What follows belongs to an exercise in optimizing a design on an open flow for small area; a production flow would make more cautious choices. The RTL was checked by simulation tests, not by an equivalence proof against the original design. Power figures rest on the tool's default switching activity, not on a simulated workload.

[design/flow/design.v]
package cpu_pkg;
  localparam int DATA_W     = 32;
  localparam int REG_ADDR_W = 5;
  localparam int NREGS      = 32;
  localparam int LINK_REG   = 31;
  localparam int REG_ZERO   = 0;
  typedef logic [REG_ADDR_W-1:0] reg_addr_t;
endpackage
import cpu_pkg::*;
module wb_select #(
  parameter int DATA_W   = cpu_pkg::DATA_W,
  parameter int LINK_REG = cpu_pkg::LINK_REG
) (
  input  logic              wb_reg_write,
  input  logic              wb_mem_to_reg,
  input  logic [DATA_W-1:0] wb_data,
  input  logic [DATA_W-1:0] wb_result,
  input  cpu_pkg::reg_addr_t         wb_reg_address,
  input  logic              wb_jump_reg,
  input  logic              wb_link,
  input  logic              wb_link_to_rd,
  input  logic [DATA_W-1:0] wb_pc_plus8,
  output logic [DATA_W-1:0] wr_value,
  output cpu_pkg::reg_addr_t         wr_dest,
  output logic              wr_en
);
  logic sel_link, sel_mem, sel_alu;
  assign sel_link = wb_link;
  assign sel_mem  = ~wb_link & wb_mem_to_reg;
  assign sel_alu  = ~wb_link & ~wb_mem_to_reg;
  for (genvar b = 0; b < DATA_W; b++) begin : g_bit
    logic n;
    wbr_aoi222 u_sel (.a1(wb_pc_plus8[b]), .a2(sel_link), .b1(wb_data[b]), .b2(sel_mem),
                      .c1(wb_result[b]), .c2(sel_alu), .y(n));
    wbr_inv    u_inv (.a(n), .y(wr_value[b]));
  end
  assign wr_dest = (wb_link && !wb_link_to_rd) ? cpu_pkg::reg_addr_t'(LINK_REG) : wb_reg_address;
  assign wr_en = (wb_reg_write | wb_link) & ~wb_jump_reg
               & (wr_dest != cpu_pkg::reg_addr_t'(REG_ZERO));
endmodule
import cpu_pkg::*;
module writeback_regfile #(
  parameter int DATA_W   = cpu_pkg::DATA_W,
  parameter int NREGS    = cpu_pkg::NREGS,
  parameter int LINK_REG = cpu_pkg::LINK_REG
) (
  input  logic              clk,
  input  logic              reset_n,
  input  logic              wb_reg_write,
  input  logic              wb_mem_to_reg,
  input  logic [DATA_W-1:0] wb_data,
  input  logic [DATA_W-1:0] wb_result,
  input  cpu_pkg::reg_addr_t         wb_reg_address,
  input  logic              wb_jump_reg,
  input  logic              wb_link,
  input  logic              wb_link_to_rd,
  input  logic [DATA_W-1:0] wb_pc_plus8,
  input  cpu_pkg::reg_addr_t         rd_addr_a,
  input  cpu_pkg::reg_addr_t         rd_addr_b,
  output logic [DATA_W-1:0] rd_data_a,
  output logic [DATA_W-1:0] rd_data_b,
  input  cpu_pkg::reg_addr_t         dbg_addr,
  output logic [DATA_W-1:0] dbg_data,
  output cpu_pkg::reg_addr_t         dbg_last_dest,
  output logic [31:0]       commit_count
);
  logic [DATA_W-1:0] wr_value;
  cpu_pkg::reg_addr_t         wr_dest;
  logic              wr_en;
  logic              bypass_en;
  wb_select #(
    .DATA_W   (DATA_W),
    .LINK_REG (LINK_REG)
  ) u_wb_select (
    .wb_reg_write   (wb_reg_write),
    .wb_mem_to_reg  (wb_mem_to_reg),
    .wb_data        (wb_data),
    .wb_result      (wb_result),
    .wb_reg_address (wb_reg_address),
    .wb_jump_reg    (wb_jump_reg),
    .wb_link        (wb_link),
    .wb_link_to_rd  (wb_link_to_rd),
    .wb_pc_plus8    (wb_pc_plus8),
    .wr_value       (wr_value),
    .wr_dest        (wr_dest),
    .wr_en          (wr_en)
  );
  assign bypass_en = reset_n & wr_en;
  logic [DATA_W-1:0] term [32];
  logic [NREGS-1:1]  valid;
  logic [NREGS-1:1]  wr_sel;
  for (genvar i = 1; i < NREGS; i++) begin : g_reg
    logic [DATA_W-1:0] q;
    assign wr_sel[i] = wr_en & (wr_dest == cpu_pkg::reg_addr_t'(i));
    always_ff @(posedge clk) begin
      if (wr_sel[i]) begin
        q <= wr_value;
      end
    end
    always_ff @(posedge clk) begin
      if (!reset_n) begin
        valid[i] <= 1'b0;
      end else if (wr_sel[i]) begin
        valid[i] <= 1'b1;
      end
    end
    assign term[i-1] = q;
  end
  assign term[31] = wr_value;
  always_ff @(posedge clk) begin
    if (!reset_n) begin
      commit_count <= '0;
    end else if (wr_en) begin
      commit_count <= commit_count + 32'd1;
    end
  end
  always_ff @(posedge clk) begin
    if (!reset_n) begin
      dbg_last_dest <= '0;
    end else if (wr_en) begin
      dbg_last_dest <= wr_dest;
    end
  end
  logic        hit_a, hit_b;
  logic [31:0] sel_a, sel_b, sel_d;
  assign hit_a = bypass_en & (rd_addr_a == wr_dest);
  assign hit_b = bypass_en & (rd_addr_b == wr_dest);
  for (genvar i = 1; i < NREGS; i++) begin : g_sel
    assign sel_a[i-1] = ~hit_a & valid[i] & (rd_addr_a == cpu_pkg::reg_addr_t'(i));
    assign sel_b[i-1] = ~hit_b & valid[i] & (rd_addr_b == cpu_pkg::reg_addr_t'(i));
    assign sel_d[i-1] = valid[i] & (dbg_addr == cpu_pkg::reg_addr_t'(i));
  end
  assign sel_a[31] = hit_a;
  assign sel_b[31] = hit_b;
  assign sel_d[31] = 1'b0;
  for (genvar b = 0; b < DATA_W; b++) begin : g_bit
    logic [31:0] ta;
    for (genvar t = 0; t < 32; t++) begin : g_t
      assign ta[t] = term[t][b];
    end
    wbr_andor32 u_a (.d(ta),       .s(sel_a),       .y(rd_data_a[b]));
    wbr_andor32 u_b (.d(ta),       .s(sel_b),       .y(rd_data_b[b]));
    wbr_andor31 u_d (.d(ta[30:0]), .s(sel_d[30:0]), .y(dbg_data[b]));
  end
endmodule
module wbr_andor32 (
  input  logic [31:0] d,
  input  logic [31:0] s,
  output logic        y
);
  logic [11:0] n;
  logic [2:0]  o;
  for (genvar k = 0; k < 10; k++) begin : g_k
    wbr_aoi222 u (.a1(d[3*k]), .a2(s[3*k]), .b1(d[3*k+1]), .b2(s[3*k+1]),
                  .c1(d[3*k+2]), .c2(s[3*k+2]), .y(n[k]));
  end
  wbr_nand2 u_l0 (.a(d[30]), .b(s[30]), .y(n[10]));
  wbr_nand2 u_l1 (.a(d[31]), .b(s[31]), .y(n[11]));
  wbr_nand4 u_o0 (.a(n[0]), .b(n[1]), .c(n[2]), .d(n[3]), .y(o[0]));
  wbr_nand4 u_o1 (.a(n[4]), .b(n[5]), .c(n[6]), .d(n[7]), .y(o[1]));
  wbr_nand4 u_o2 (.a(n[8]), .b(n[9]), .c(n[10]), .d(n[11]), .y(o[2]));
  wbr_or3   u_y  (.a(o[0]), .b(o[1]), .c(o[2]), .y(y));
endmodule
module wbr_andor31 (
  input  logic [30:0] d,
  input  logic [30:0] s,
  output logic        y
);
  logic [10:0] n;
  logic [2:0]  o;
  for (genvar k = 0; k < 10; k++) begin : g_k
    wbr_aoi222 u (.a1(d[3*k]), .a2(s[3*k]), .b1(d[3*k+1]), .b2(s[3*k+1]),
                  .c1(d[3*k+2]), .c2(s[3*k+2]), .y(n[k]));
  end
  wbr_nand2 u_l (.a(d[30]), .b(s[30]), .y(n[10]));
  wbr_nand4 u_o0 (.a(n[0]), .b(n[1]), .c(n[2]), .d(n[3]), .y(o[0]));
  wbr_nand4 u_o1 (.a(n[4]), .b(n[5]), .c(n[6]), .d(n[7]), .y(o[1]));
  wbr_nand3 u_o2 (.a(n[8]), .b(n[9]), .c(n[10]), .y(o[2]));
  wbr_or3   u_y  (.a(o[0]), .b(o[1]), .c(o[2]), .y(y));
endmodule
module wbr_aoi222 (
  input  logic a1, a2, b1, b2, c1, c2,
  output logic y
);
  assign y = ~((a1 & a2) | (b1 & b2) | (c1 & c2));
endmodule
module wbr_nand4 (
  input  logic a, b, c, d,
  output logic y
);
  assign y = ~(a & b & c & d);
endmodule
module wbr_nand3 (
  input  logic a, b, c,
  output logic y
);
  assign y = ~(a & b & c);
endmodule
module wbr_nand2 (
  input  logic a, b,
  output logic y
);
  assign y = ~(a & b);
endmodule
module wbr_or3 (
  input  logic a, b, c,
  output logic y
);
  assign y = a | b | c;
endmodule
module wbr_inv (
  input  logic a,
  output logic y
);
  assign y = ~a;
endmodule
[design/flow/flow/run.sh]
#!/bin/bash
# The standard layout, with two changes: ports are buffered with a small buffer instead of the
# resizer's default choice (a delay cell), and clock tree synthesis uses clkbuf_16 buffers over sink clusters of up to 28 and
# inserts no dummy loads. The make output goes to make.log; each ORFS step keeps its own log
# under orfs/logs/.
set -euo pipefail
export BUFFER_PORTS_ARGS="-buffer_cell sky130_fd_sc_hd__buf_1"
export CTS_ARGS="-sink_clustering_enable -repair_clock_nets -dont_use_dummy_load -sink_clustering_size 28 -sink_clustering_max_diameter 100 -buf_list {sky130_fd_sc_hd__clkbuf_16}"
bash standard.sh > make.log 2>&1
[design/flow/standard.sh]
#!/bin/bash
# synth_recipe.tcl (not shown) runs the flow's synth.tcl, then flattens the netlist and writes it again
# the make line also repeats each setting of config.mk as NAME=value (left out here)
make -C /OpenROAD-flow-scripts/flow DESIGN_CONFIG=/design/flow/config.mk WORK_HOME=/design/flow/orfs CLKGATE_MAP_FILE= SYNTH_SCRIPT=/design/flow/synth_recipe.tcl "${@:-finish}"
[design/flow/config.mk]
export PLATFORM = sky130hd
export DESIGN_NAME = writeback_regfile
export DESIGN_NICKNAME = writeback_regfile
export VERILOG_FILES = /design/flow/design.v
export SDC_FILE = /design/flow/constraint.sdc
export NUM_CORES = 4
export LEC_CHECK = 0
export CAP_MARGIN = 5
export CELL_PAD_IN_SITES_DETAIL_PLACEMENT = 1
export CELL_PAD_IN_SITES_GLOBAL_PLACEMENT = 1
export CORE_MARGIN = 2
export CORE_UTILIZATION = 35
export SETUP_SLACK_MARGIN = 0.2
export SLEW_MARGIN = 5
export SYNTH_HIERARCHICAL = 1
export SYNTH_MINIMUM_KEEP_SIZE = 0
[design/flow/constraint.sdc]
create_clock -name core_clock -period 7.5 [get_ports {clk}]
set_input_delay 1.5000 -clock core_clock [delete_from_list [all_inputs] [get_ports {clk}]]
set_output_delay 1.5000 -clock core_clock [all_outputs]
set_load 0.01 [all_outputs]
==> summary.txt, run 1 <==
post-CTS setup repair buffer count = 0
Area Growth Syn to Fin = 13.7%
Max H-tree Level = 2
footprint of the multi-input gates = 0.0158 mm2
final setup violation count = 0
Slew headroom = 0.163
Port Buffers = 255
TritonCTS clock tree = done
drt wl/cell = 42.2 um
clock skew = 32.7 ps
Hold Buf Count CTS = 0
GR Overflow Total = 0
Die H = 369 um
DPL Wire Length = 140,000 um
number of global-route vias before repair = 39,580
cells after synthesis = 3,067
Crit Path Max Fanout = 27
TritonCTS buffer count = 46
DRT iter0 DRCs = 10,840
# fillers = 13,536
RSZ-0062 raised after global routing = no
initial antenna violation count = 11
root buffer cell = clkbuf_16
Final Hold Vio Count = 0
maxcap violations = 0
actual slew at the worst max-slew pin = 1250 ps
CTS clk-pin slew, worst paths = 70 ps
core area = 0.133 mm2
Final min period = 7130 ps
Die W = 369 um
number of synthesized register bits = 1,060
DR WL met3 = 29,300 um
sequential fraction of the synthesis area = 0.666
mean post-synth cell area = 15.2 um2
drt via density = 7.74
period utilization = 0.950
Yosys warning total = 8
largest net degree at the start of global routing = 38
Cell variety after synth = 41
Setup TNS = 0 ps
slowest stage delay, CP = 1080 ps
syn_nets = 3,191
cell chain of the critical path = clkbuf_4, nand2_1, nand2b_1, xor2_1, a211oi_1, buf_4, a211oi_1, and3_2, buf_4, a222oi_1, nand4_1, or3_1, buf_1
drt total wl = 224,000 um
DRT Pass-1 Iters = 14
site row count = 134
leak pwr = 16.4 nW
outcome = finished clean
IO Count = 256
PwrDens = 190 mW/mm2
Worst Path Buf+Inv = 4
CP max stage cell = and3_2
Critical Path RT = 6000 ps
CTS sink cnt = 1,060
Post-synth EDFFs = 992
pins over their slew limit = 0
CP top delay family = simple AND/OR/NAND/NOR gates
DR top layer = met5
most frequent cells in the layout = a222oi_1 (992), edfxtp_1 (992), nand4_1 (266)
Starting Density = 0.352
arrival time of the worst setup path = 5630 ps
CP endpoint kind = output port
gpl congestion = 0.965
cts repair resizes = 0
hold slack = 497 ps
clock buffer depth = 3
Layout Nets = 3,668
Startpoint Class = input port
FMAX = 140 MHz
CP Class = input port to output port
Most used DFF post-synth = edfxtp_1
DRC errors left = 0
register area = 0.0311 mm2
Skew-Pair Late Insertion Delay = 680 ps
HP Class = register to register
gr usage total = 0.315
Detail Route met2 WL = 96,400 um
first-pass GRT wire length = 308,000 um
synthesized area = 0.0468 mm2
Vias = 41,210
DRT antenna net count = 0
die area = 0.137 mm2
Post-synth ARST share = 0
share of layout cells above drive strength 1 = 0.109
Metal-1 WL = 82,700 um
VDD IR max = 0.165 mV
## cells by family (layout without fill, tap and decap cells)
kind of cell,Yosys count,after routing,share of synthesized area
compound gates,1066,1066,0.224
buf+inv,66,541,0.00549
xor+xnor,20,20,0.00375
flops,1060,1060,0.666
fa+ha+maj,1,1,0.000268
mux,10,10,0.00214
simple gates,844,844,0.0986
other cells,0,13,0
## routing by layer
metal,vias to the layer above,GRT usage
met5,-,0
met4,6,0.189
met3,613,0.0595
met2,3603,0.469
met1,20910,0.427
li1,16078,-
## sequential cells by signal, summed over array words and instances (netlist names)
signal / cells
commit_count: 32
valid: 31
dbg_last_dest: 5
g.q: 992
## stage by stage
| stage | setup slack [ps] | power, mW | std cells | instance area (um2) | utilization |
|---|---|---|---|---|---|
| 3_3_place_gp | 306 | 7.21 | 5264 | 52000 | 0.391 |
| 5_1_grt | 360 | 10.3 | 5313 | 53100 | 0.400 |
| 6_report | 372 | 10.1 | 5323 | 53200 | 0.400 |
| 4_1_cts | 261 | 10.1 | 5310 | 53100 | 0.400 |
| 3_5_place_dp | 266 | 7.22 | 5264 | 52000 | 0.391 |
| 2_1_floorplan | 323 | 6.95 | 3067 | 46800 | - |
## worst register-to-register path: cells and delay by family, from the launching register on
family                   cells  cell delay (ps)
flip-flops                   1              460
AND/OR/NAND/NOR              3             1340
AO/OA/AOI/OAI                1              150
adder cells (fa/ha/maj)      1              230
## report_power, final
part	internal [mW]	switching, mW
sequential	6.60	0.0529
clock	1.11	1.88
combinational	0.0840	0.357
## modules after synthesis, one instance, submodules excluded, a selection
module / cell area, um2 / times used / flops+latches / cells inside
wbr_aoi222: 10.0 / 992 / 0 / 1
wbr_inv: 3.75 / 32 / 0 / 1
wbr_nand2: 3.75 / 160 / 0 / 1
wbr_nand3: 5.00 / 32 / 0 / 1
wbr_nand4: 6.26 / 256 / 0 / 1
wbr_or3: 6.26 / 96 / 0 / 1
writeback_regfile: 33700 / 1 / 1060 / 1486
## area by class of cell
cell class                 count  share of cell area
timing repair buffer         455              0.0501
sequential                  1060               0.586
antenna                       13            0.000612
tap                         1768              0.0416
multi-input combinational   1941               0.297
inverter                      40             0.00282
clock buffer                  46              0.0217
## synth_stat cells (11+ instances only)
master	count	share of area
xor2_1	12	0.0022
a222oi_1	992	0.21
nor2_1	69	0.0055
or3_1	103	0.014
nand3_1	51	0.0055
nand4_1	266	0.036
nor3_1	12	0.0013
inv_1	39	0.0031
o31ai_1	11	0.0018
edfxtp_1	992	0.64
a21oi_1	16	0.0017
dfxtp_1	68	0.029
or4_1	12	0.0019
clkbuf_1	17	0.0014
nor2b_1	15	0.0020
nand2_1	190	0.015
nand2b_1	16	0.0021
o21a_1	28	0.0045
nor4_1	12	0.0016
and3_1	78	0.010
## path summary, 6_finish.rpt
check                                 startpoint                to  slack [ps]  depth (start not counted)
worst max-delay path                     wb_link     rd_data_b[11]         370                         13
worst min-delay path            commit_count[31]  commit_count[31]         500                          2
worst max register to register   commit_count[0]  commit_count[20]        5220                          5
worst min register to register  commit_count[31]  commit_count[31]         500                          2
==> run 2: changes to the inputs <==
--- a/design/flow/config.mk
+++ b/design/flow/config.mk
@@ -11,4 +11,5 @@
 export CORE_MARGIN = 2
 export CORE_UTILIZATION = 35
+export GPL_TIMING_DRIVEN = 0
 export SETUP_SLACK_MARGIN = 0.2
 export SLEW_MARGIN = 5
==> run 2 against run 1 <==
Sequential cell count unchanged. Final cell count increased by 0.19%. Wire length increased by 4.9%. Synthesized cell count unchanged. Critical endpoint is now rd_data_a[16].
==> summary.txt, run 2 <==
outcome = finished clean
CTS clk-pin slew, worst paths = 110 ps (+40 ps)
Clock Power Share = 0.295 (about the same)
first-pass GRT wire length = 319,000 um (+3.7%)
part of the power in registers = 0.662 (+0.002)
switching power total = 2.29 mW (+0.19%)
Synth top area share = 0.637 (unchanged)
Starting Density = 0.352 (unchanged)
number of global-route vias before repair = 40,283 (+1.8%)
Die W = 369 um (unchanged)
drt total wl = 236,000 um (+4.9%)
Port Buffers = 255 (unchanged)
top post-synthesis cells by area = edfxtp_1 (64%), a222oi_1 (21%), nand4_1 (3.6%), dfxtp_1 (2.9%), nand2_1 (1.5%)
Layout Nets = 3,685 (+0.46%)
Area Growth Syn to Fin = 17.5%
die area = 0.137 mm2 (unchanged)
Most Frequent Cell on Critical Path = buf_12
number of synthesized register bits = 1,060 (unchanged)
Final min period = 7290 ps (+162 ps)
Largest register FFs = 992 (unchanged)
drt via density = 7.86 (+1.5%)
RSZ-0062 raised after global routing = no
Yosys warning total = 8 (unchanged)
PwrDens = 183 mW/mm2 (-3.4%)
cells after synthesis = 3,067 (unchanged)
FMAX = 137 MHz (-2.2%)
Max H-tree Level = 2 (unchanged)
cell chain of the critical path = buf_6, buf_12, nand2_1, nand2b_1, clkbuf_2, xor2_1, nor4_4, buf_4, a211oi_1, and3_4, buf_12, a222oi_1, nand4_1, or3_1, buf_1
Vias = 41,895 (+1.7%)
CTS sink cnt = 1,060 (unchanged)
sequential fraction of the synthesis area = 0.666 (unchanged)
TritonCTS clock tree = done
worst setup path start = wb_link
CP max stage cell = a211oi_1
Post-synth EDFFs = 992 (unchanged)
root buffer cell = clkbuf_16
Worst Path Buf+Inv = 6 (+2)
IO Count = 256 (unchanged)
core area = 0.133 mm2 (unchanged)
DRT iter0 DRCs = 11,046 (+1.9%)
DPL Wire Length = 160,000 um (+14%)
DRT Pass-1 Iters = 14 (unchanged)
Largest Register = g.q
Startpoint Class = input port
gpl congestion = 0.954 (-1.1%)
final instance area = 0.0549 mm2 (+3.3%)
part of the power in combinational logic = 0.042 (-0.002)
synthesized area = 0.0468 mm2 (unchanged)
actual slew at the worst max-slew pin = 1310 ps (+58.8 ps)
Sw Share = 0.228 (+0.000864)
site row count = 134 (unchanged)
Critical Path RT = 6000 ps (about the same)
GR Overflow Total = 0 (unchanged)
Skew-Pair Late Insertion Delay = 680 ps (about the same)
HP Class = register to register
drt wl/cell = 44.2 um (+4.7%)
min-delay src = commit_count[31]
TritonCTS buffer count = 45 (-2.2%)
mean post-synth cell area = 15.2 um2 (unchanged)
DRT antenna net count = 0 (unchanged)
most common library cells after synthesis = a222oi_1 (992), edfxtp_1 (992), nand4_1 (266), nand2_1 (190), or3_1 (103)
final worst setup slack = 210 ps (-162 ps)
CP endpoint kind = output port
Post-synth ARST share = 0 (unchanged)
maxcap violations = 0 (unchanged)
reg2reg start = commit_count[1]
Die H = 369 um (unchanged)
initial antenna violation count = 8 (-3)
slowest stage delay, CP = 1010 ps (-70 ps)
Crit Path Max Fanout = 20 (-26%)
clock buffer depth = 3 (unchanged)
clock skew = 21.6 ps (-11.1 ps)
most frequent cells in the layout = a222oi_1 (992), edfxtp_1 (992), nand4_1 (266)
syn_nets = 3,191 (unchanged)
share of layout cells above drive strength 1 = 0.111 (+0.00229)
CP Class = input port to output port
Post-DP Area = 0.0536 mm2 (+3.1%)
gr usage total = 0.330 (+0.0146)
Final Hold Vio Count = 0 (unchanged)
Post-Place Worst Slack = -545 ps (-811 ps)
VDD IR max = 0.143 mV (-13%)
DRC errors left = 0 (unchanged)
largest registers = g.q (992), commit_count (32), valid (31)
Cell variety after synth = 41 (unchanged)
final setup violation count = 0 (unchanged)
Yosys top cell by area = edfxtp_1
leak pwr = 16.8 nW (+2.5%)
Most used DFF post-synth = edfxtp_1
pins over their slew limit = 0 (unchanged)
CP top delay family = simple AND/OR/NAND/NOR gates
largest net degree at the start of global routing = 34 (-11%)
hold slack = 497 ps (-0.0500 ps)
# fillers = 13,425 (-0.82%)
Slew headroom = 0.123 (-0.0399)
period utilization = 0.972 (+0.0215)
internal power = 7.77 mW (-0.30%)
arrival time of the worst setup path = 5790 ps (+160 ps)
[run 2: cell counts after synthesis]
Identical to the previous run, type by type.
[run 2: metal layers]
layer / share of wire / routed length (um) / vias up / track usage
met5: 0.00014 / 33 / - / 0.00712
met3: 0.16 / 36600 / 665 / 0.0836
li1: - / - / 16104 / -
met4: 0.073 / 17200 / 4 / 0.203
met1: 0.36 / 85500 / 21091 / 0.455
met2: 0.41 / 96200 / 4031 / 0.462
[run 2: metrics by stage]
stage / power [mW] / setup TNS (ps) / util / instances
2_1_floorplan: 6.95 / 0 / - / 3067
3_3_place_gp: 7.17 / -1273990 / 0.376 / 5090
3_5_place_dp: 7.20 / -11900 / 0.403 / 5275
4_1_cts: 10.0 / 0 / 0.412 / 5321
5_1_grt: 10.3 / 0 / 0.413 / 5329
6_report: 10.1 / 0 / 0.413 / 5333
[run 2: power groups by stage]
stage	clock network, mW	logic [mW]	registers [mW]
final	2.97	0.427	6.66
after global routing	3.13	0.449	6.67
after CTS	2.97	0.415	6.66
after detailed placement	0	0.411	6.79
after global placement	0	0.375	6.79
after floorplan	0	0.174	6.77
[run 2: logic make-up after synthesis]
logic type,synth area share
compound gates,0.224
flops,0.666
simple gates,0.0986
buf+inv,0.00549
xor+xnor,0.00375
mux,0.00214
fa+ha+maj,0.000268
[run 2: repair_timing]
item	CTS	global route
cloned	0	1
setup buffers	1	5
gates resized for setup	21	9
endpoints found under the setup margin	64	40
pin swaps	6	6
hold buffers	0	0
[run 2: Yosys stat by module (local to each module, per instance), a selection]
module	times used	area (um2)	flops+latches	cells inside
wbr_nand2	160	3.75	0	1
wbr_or3	96	6.26	0	1
wbr_inv	32	3.75	0	1
writeback_regfile	1	33700	1060	1486
wbr_nand3	32	5.00	0	1
wbr_nand4	256	6.26	0	1
wbr_aoi222	992	10.0	0	1
[run 2: final timing paths]
path	end	slack [ps]	cells past startpoint
setup / recovery	rd_data_a[16]	210	15
hold reg to reg	commit_count[31]	500	2
setup reg to reg	commit_count[30]	5140	5
hold / removal	commit_count[31]	500	2
[run 2: layout make-up]
cell class                 count  area (um2)  area share
clock buffer                  45        1130      0.0205
antenna                        6        15.0    0.000273
buffer                        26         123     0.00223
tap                         1768        2210      0.0403
sequential                  1060       31100       0.567
timing repair buffer         447        4260      0.0775
multi-input combinational   1941       15900       0.289
inverter                      40         150     0.00273
[run 2: worst register-to-register path, stage by stage, from the launching register on]
cell and delay, ps:
dfxtp_1 460, ha_1 240, nand4_2 200, nor4_1 900
nand4_1 270, mux2i_1 190
==> run 3: changes to the inputs <==
--- a/design/flow/config.mk
+++ b/design/flow/config.mk
@@ -11,5 +11,5 @@
 export CORE_MARGIN = 2
 export CORE_UTILIZATION = 35
-export GPL_TIMING_DRIVEN = 0
+export PLACE_DENSITY = 0.7
 export SETUP_SLACK_MARGIN = 0.2
 export SLEW_MARGIN = 5
==> run 3 against run 2 <==
Sequential share of layout area is 2.5 points higher. Core utilization is 1.8 points lower. Largest power group unchanged. Design area is 4.2% lower. Global-route usage is 1.4 points lower. Critical path type unchanged. Still clean.
==> summary.txt, run 3 <==
Starting Density = 0.352 (unchanged)
drt total wl = 227,000 um (-3.6%)
TritonCTS buffer count = 44 (-2.2%)
final worst setup slack = 171 ps (-39.0 ps)
Vias = 42,378 (+1.2%)
site row count = 134 (unchanged)
Post-DP Area = 0.0515 mm2 (-4.0%)
GR Overflow Total = 0 (unchanged)
outcome = finished clean
number of global-route vias before repair = 40,479 (+0.49%)
share of layout cells above drive strength 1 = 0.0927 (-0.0183)
register-to-register path setup slack = 5230 ps (+90 ps)
Largest Register = g.q
CP Class = input port to output port
cts repair resizes = 0 (-100%)
root buffer cell = clkbuf_16
PwrDens = 190 mW/mm2 (+3.8%)
Slew headroom = 0.0598 (-0.0636)
Skew-Pair Late Insertion Delay = 640 ps (-40 ps)
Final min period = 7330 ps (+39.0 ps)
Post-synth EDFFs = 992 (unchanged)
hold slack = 495 ps (-2.55 ps)
Finished Layout Cells = 5,257 (-1.4%)
mean post-synth cell area = 15.2 um2 (unchanged)
DRT iter0 DRCs = 12,469 (+13%)
arrival time of the worst setup path = 5830 ps (+40 ps)
maxcap violations = 0 (unchanged)
die area = 0.137 mm2 (unchanged)
gpl congestion = 0.977 (+2.4%)
DRT antenna net count = 0 (unchanged)
switching power total = 2.25 mW (-1.6%)
initial antenna violation count = 12 (+4)
CTS sink cnt = 1,060 (unchanged)
hold path depth = 2 (unchanged)
final setup violation count = 0 (unchanged)
Die W = 369 um (unchanged)
syn_nets = 3,191 (unchanged)
largest net degree at the start of global routing = 38 (+12%)
Area Growth Syn to Fin = 12.5%
CP endpoint kind = output port
actual slew at the worst max-slew pin = 1410 ps (+103 ps)
part of the power in combinational logic = 0.045 (+0.003)
Startpoint Class = input port
Die H = 369 um (unchanged)
period utilization = 0.977 (+0.00520)
drt wl/cell = 43.2 um (-2.3%)
IO Count = 256 (unchanged)
internal power = 7.75 mW (-0.24%)
Port Buffers = 255 (unchanged)
sequential fraction of the synthesis area = 0.666 (unchanged)
most frequent cells in the layout = a222oi_1 (992), edfxtp_1 (992), nand4_1 (266)
part of the power in registers = 0.665 (+0.003)
Yosys warning total = 8 (unchanged)
Yosys top cell by area = edfxtp_1
Worst Reg2Reg Path Length in Cells = 5 (unchanged)
Most used DFF post-synth = edfxtp_1
DRC errors left = 0 (unchanged)
Largest register FFs = 992 (unchanged)
Final Hold Vio Count = 0 (unchanged)
DRT Pass-1 Iters = 15 (+1)
Post-Place Worst Slack = 496 ps (+1040 ps)
Cell variety after synth = 41 (unchanged)
largest registers = g.q (992), commit_count (32), valid (31)
DPL Wire Length = 135,000 um (-16%)
Clock Power Share = 0.290 (-0.005)
number of synthesized register bits = 1,060 (unchanged)
Sw Share = 0.225 (-0.00242)
Hold Buf Count CTS = 0 (unchanged)
post-CTS setup repair buffer count = 0 (-1)
Max H-tree Level = 2 (unchanged)
pins over their slew limit = 0 (unchanged)
top post-synthesis cells by area = edfxtp_1 (64%), a222oi_1 (21%), nand4_1 (3.6%), dfxtp_1 (2.9%), nand2_1 (1.5%)
cells after synthesis = 3,067 (unchanged)
HP Class = register to register
clock buffer depth = 3 (unchanged)
first-pass GRT wire length = 309,000 um (-3.3%)
Crit Path Max Fanout = 37 (+85%)
FMAX = 136 MHz (-0.53%)
Setup TNS = 0 ps (unchanged)
core area = 0.133 mm2 (unchanged)
Layout Nets = 3,610 (-2.0%)
gr usage total = 0.315 (-0.0145)
Critical Path RT = 6000 ps (about the same)
leak pwr = 16.1 nW (-4.4%)
RSZ-0062 raised after global routing = no
Post-Place Cells = 5,207 (-1.3%)
TritonCTS clock tree = done
Synth top area share = 0.637 (unchanged)
clock skew = 23.0 ps (+1.38 ps)
synthesized area = 0.0468 mm2 (unchanged)
CTS clk-pin slew, worst paths = 90 ps (-20 ps)
most common library cells after synthesis = a222oi_1 (992), edfxtp_1 (992), nand4_1 (266), nand2_1 (190), or3_1 (103)
drt via density = 8.06 (+2.6%)
Post-synth ARST share = 0 (unchanged)
final instance area = 0.0526 mm2 (-4.2%)
VDD IR max = 0.159 mV (+12%)
-- run 3: changes by cell type in the layout (fill, tap and decap cells not counted), sizes merged --
cell,previous run,this run
buf,453,397
clkbuf,65,46
diode,6,5
-- run 3: worst paths after layout --
check	start	end
worst max-delay path	wb_link	rd_data_b[17]
worst min-delay path	commit_count[31]	commit_count[31]
worst min register to register	commit_count[31]	commit_count[31]
worst max register to register	commit_count[0]	commit_count[16]
-- run 3: cell families after synthesis --
group | Yosys count | synth area share
simple gates | 844 | 0.0986
buf+inv | 66 | 0.00549
compound gates | 1066 | 0.224
fa+ha+maj | 1 | 0.000268
flops | 1060 | 0.666
xor+xnor | 20 | 0.00375
mux | 10 | 0.00214
-- run 3: worst max-delay path, cell delays in order --
cell,delay [ps]
clkbuf_2,110
buf_12,220
nand2_1,180
nand2b_1,310
xor2_1,200
a211oi_1,90
a211oi_1,920
and3_2,1000
buf_4,330
a222oi_1,110
nand4_1,240
or3_1,350
buf_1,200
-- run 3: cell type report --
type                    count  area [um2]
fillers                 13659       80300
flip-flops and latches   1060       31100
multi-input cells        1941       15800
well taps                1768        2210
repair buffers            399        2190
clock buffers              44        1100
inverters                  40         150
diodes                      5        12.5
-- run 3: metal layers --
layer	vias to the layer above	part of all wire	track usage
li1	15959	-	-
met1	21031	0.34	0.410
met2	4545	0.41	0.445
met3	831	0.17	0.106
met4	12	0.081	0.208
met5	-	0.00045	0.00178
-- run 3: modules after synthesis (local to each module, per instance), a selection --
module | flops+latches | area [um2] | cells inside
writeback_regfile | 1060 | 33700 | 1486
wbr_nand3 | 0 | 5.00 | 1
wbr_inv | 0 | 3.75 | 1
wbr_nand2 | 0 | 3.75 | 1
wbr_aoi222 | 0 | 10.0 | 1
wbr_or3 | 0 | 6.26 | 1
wbr_nand4 | 0 | 6.26 | 1
-- run 3: power groups by stage --
stage | clock [mW] | sequential (mW) | combinational, mW
floorplan | 0 | 6.77 | 0.174
global placement | 0 | 6.78 | 0.418
detailed placement | 0 | 6.79 | 0.430
CTS | 2.88 | 6.65 | 0.429
global route | 3.04 | 6.66 | 0.460
finish | 2.90 | 6.65 | 0.447
-- run 3: metrics by stage --
stage               total power [mW]  utilization
floorplan                       6.95            -
detailed placement              7.22        0.387
global placement                7.20        0.387
CTS                             9.96        0.395
finish                          10.0        0.396
global route                    10.2        0.396
==> run 4: changes to the inputs <==
--- a/design/flow/config.mk
+++ b/design/flow/config.mk
@@ -11,5 +11,5 @@
 export CORE_MARGIN = 2
 export CORE_UTILIZATION = 35
-export PLACE_DENSITY = 0.7
+export PLACE_DENSITY = 0.8
 export SETUP_SLACK_MARGIN = 0.2
 export SLEW_MARGIN = 5
==> run 4 against run 3 <==
Setup slack better by 130 ps. Critical endpoint is now rd_data_a[16]. Power is 0.50% lower. Largest cell class unchanged. First-iteration DRC count is 9.2% higher. Largest power group unchanged.
==> summary.txt, run 4 <==
gr usage total = 0.301 (-0.0146)
number of synthesized register bits = 1,060 (unchanged)
Most used DFF post-synth = edfxtp_1
first-pass GRT wire length = 300,000 um (-2.9%)
site row count = 134 (unchanged)
post-CTS setup repair buffer count = 0 (unchanged)
RR Endpoint = commit_count[20]
Post-Place Cells = 5,224 (+0.33%)
VDD IR max = 0.160 mV (+0.64%)
largest net degree at the start of global routing = 38 (unchanged)
DPL Wire Length = 132,000 um (-2.2%)
die area = 0.137 mm2 (unchanged)
FMAX = 139 MHz (+1.8%)
syn_nets = 3,191 (unchanged)
Hold Buf Count CTS = 0 (unchanged)
Port Buffers = 255 (unchanged)
register-to-register path setup slack = 5160 ps (-70 ps)
Slew headroom = 0.141 (+0.0812)
DRT antenna net count = 0 (unchanged)
hold path depth = 2 (unchanged)
GR Overflow Total = 0 (unchanged)
Setup TNS = 0 ps (unchanged)
Die W = 369 um (unchanged)
Post-synth EDFFs = 992 (unchanged)
Worst Reg2Reg Path Length in Cells = 5 (unchanged)
Final min period = 7200 ps (-128 ps)
Yosys top cell by area = edfxtp_1
final setup violation count = 0 (unchanged)
Startpoint Class = input port
drt via density = 8.13 (+0.80%)
RSZ-0062 raised after global routing = no
Die H = 369 um (unchanged)
Post-Place Worst Slack = 445 ps (-51.0 ps)
clock buffer depth = 3 (unchanged)
Finished Layout Cells = 5,269 (+0.23%)
most common library cells after synthesis = a222oi_1 (992), edfxtp_1 (992), nand4_1 (266), nand2_1 (190), or3_1 (103)
synthesized area = 0.0468 mm2 (unchanged)
# fillers = 13,667 (+0.059%)
Final Hold Vio Count = 0 (unchanged)
clock skew = 14.5 ps (-8.45 ps)
pins over their slew limit = 0 (unchanged)
Cell variety after synth = 41 (unchanged)
arrival time of the worst setup path = 5700 ps (-130 ps)
min-delay src = commit_count[31]
leak pwr = 16.2 nW (+0.60%)
TritonCTS buffer count = 43 (-2.3%)
gpl congestion = 0.969 (-0.86%)
Vias = 42,816 (+1.0%)
drt total wl = 217,000 um (-4.4%)
cells after synthesis = 3,067 (unchanged)
PwrDens = 189 mW/mm2 (-0.48%)
share of layout cells above drive strength 1 = 0.0840 (-0.00869)
Detail Route met2 WL = 88,800 um (-4.4%)
Crit Path Max Fanout = 37 (unchanged)
CTS sink cnt = 1,060 (unchanged)
top post-synthesis cells by area = edfxtp_1 (64%), a222oi_1 (21%), nand4_1 (3.6%), dfxtp_1 (2.9%), nand2_1 (1.5%)
Synth top area share = 0.637 (unchanged)
CP Class = input port to output port
Area Growth Syn to Fin = 12.5% (about the same)
IO Count = 256 (unchanged)
CP endpoint kind = output port
final core occ = 0.396 (about the same)
CTS clk-pin slew, worst paths = 110 ps (+20 ps)
Post-synth ARST share = 0 (unchanged)
DRT Pass-1 Iters = 15 (unchanged)
Max H-tree Level = 2 (unchanged)
final worst setup slack = 300 ps (+128 ps)
number of global-route vias before repair = 41,387 (+2.2%)
TritonCTS clock tree = done
most frequent cells in the layout = a222oi_1 (992), edfxtp_1 (992), nand4_1 (266)
Largest Register = g.q
HP Class = register to register
DR top layer = met5
DR WL met3 = 40,600 um (+5.2%)
hold slack = 508 ps (+13.6 ps)
drt wl/cell = 41.2 um (-4.6%)
DRC errors left = 0 (unchanged)
final instance area = 0.0526 mm2 (about the same)
Power, Total = 9.95 mW (-0.50%)
core area = 0.133 mm2 (unchanged)
Skew-Pair Late Insertion Delay = 630 ps (about the same)
Starting Density = 0.352 (unchanged)
mean post-synth cell area = 15.2 um2 (unchanged)
Critical Path RT = 6000 ps (about the same)
Yosys warning total = 8 (unchanged)
outcome = finished clean
Post-DP Area = 0.0515 mm2 (about the same)
Largest register FFs = 992 (unchanged)
reg2reg start = commit_count[0]
DRT iter0 DRCs = 13,621 (+9.2%)
Hold Path Sink = commit_count[31]
root buffer cell = clkbuf_16
largest registers = g.q (992), commit_count (32), valid (31)
Metal-1 WL = 69,100 um (-10%)
Layout Nets = 3,625 (+0.42%)
actual slew at the worst max-slew pin = 1290 ps (-123 ps)
maxcap violations = 0 (unchanged)
initial antenna violation count = 13 (+1)
period utilization = 0.960 (-0.0171)
sequential fraction of the synthesis area = 0.666 (unchanged)
-- run 4: how the worst max path moves through the flow --
stage | start | endpoint | cells after the start
after floorplan | wb_reg_address[3] | rd_data_b[0] | 12
after global placement | wb_link | rd_data_a[19] | 15
after detailed placement | wb_link | rd_data_a[19] | 15
after CTS | wb_link | rd_data_a[8] | 15
after global routing | wb_link | rd_data_a[16] | 14
final | wb_link | rd_data_a[16] | 14
-- run 4: metal layers --
metal,up-vias,track usage
li1,15972,-
met1,20673,0.387
met2,5128,0.435
met3,1033,0.0998
met4,10,0.189
met5,-,0
-- run 4: modules after synthesis, one instance, submodules excluded, a selection --
module             area [um2]  times used
wbr_aoi222               10.0         992
wbr_inv                  3.75          32
wbr_nand3                5.00          32
wbr_nand4                6.26         256
wbr_nand2                3.75         160
writeback_regfile       33700           1
wbr_or3                  6.26          96
-- run 4: worst max-delay path, cell delays in order --
cell and delay (ps):
clkbuf_2 100, buf_12 170, nand2_1 160, nand2b_1 230
xor2_1 230, nor2_1 450, a211oi_1 160, buf_4 190
and3_1 490, buf_4 370, a222oi_1 290, nand4_1 490
or3_1 620, buf_1 170
-- run 4: logic make-up after synthesis --
family          synth area share
mux                      0.00214
simple gates              0.0986
fa+ha+maj               0.000268
flops                      0.666
compound gates             0.224
buf+inv                  0.00549
xor+xnor                 0.00375
-- run 4: cell type report --
type / instances / area (um2) / share of cell area
Timing Repair Buffer: 415 / 2270 / 0.0431
Inverter: 40 / 150 / 0.00285
Tap cell: 1768 / 2210 / 0.0421
Multi-Input combinational cell: 1941 / 15700 / 0.299
Sequential cell: 1060 / 31100 / 0.592
Clock buffer: 43 / 1080 / 0.0205
Antenna cell: 2 / 5.00 / 0.0000951
-- run 4: power breakdown --
group	total, mW	leakage (nW)	switching, mW	internal, mW
clock	2.85	0.530	1.81	1.04
sequential	6.66	9.13	0.0567	6.60
combinational	0.444	6.51	0.360	0.0838
-- run 4: repair_timing --
action,4_1_cts,5_1_grt
setup endpoints to repair,0,7
resized for setup,0,3
hold endpoints to repair,0,0

[static timing again, ports no longer ideal]
How much do the figures lean on ideal ports? The routed layouts below were timed once more, with nothing changed but the port constraints. Step 1 sets driving cells, clkbuf_16 on the clock port and buf_2 on the other inputs (assumed; they add their load-dependent delay and slew). Step 2 times the ports against the registers' clock, not the clock port: input delays grow and output delays shrink by t, the midpoint of the rising clock arrivals with the driver on. Slacks: no drivers / after step 1 / after step 2; pairs: no drivers / after step 1.
run	t, ns	slack for setup (ns)	hold WS [ns]	pins driven straight from the clock port
run 1	0.741	0.372 / 0.344 / 0.344	0.497 / 0.497 / 0.497	1
run 2	0.746	0.210 / 0.166 / 0.166	0.497 / 0.497 / 0.497	1
run 3	0.722	0.171 / 0.148 / 0.148	0.495 / 0.495 / 0.495	1
run 4	0.723	0.300 / 0.276 / 0.276	0.508 / 0.508 / 0.508	1
After both steps every run listed still meets setup and hold. The setup slack of run 2, which loses most, moves by -0.044 ns with the drivers and by -0.044 ns with both steps.
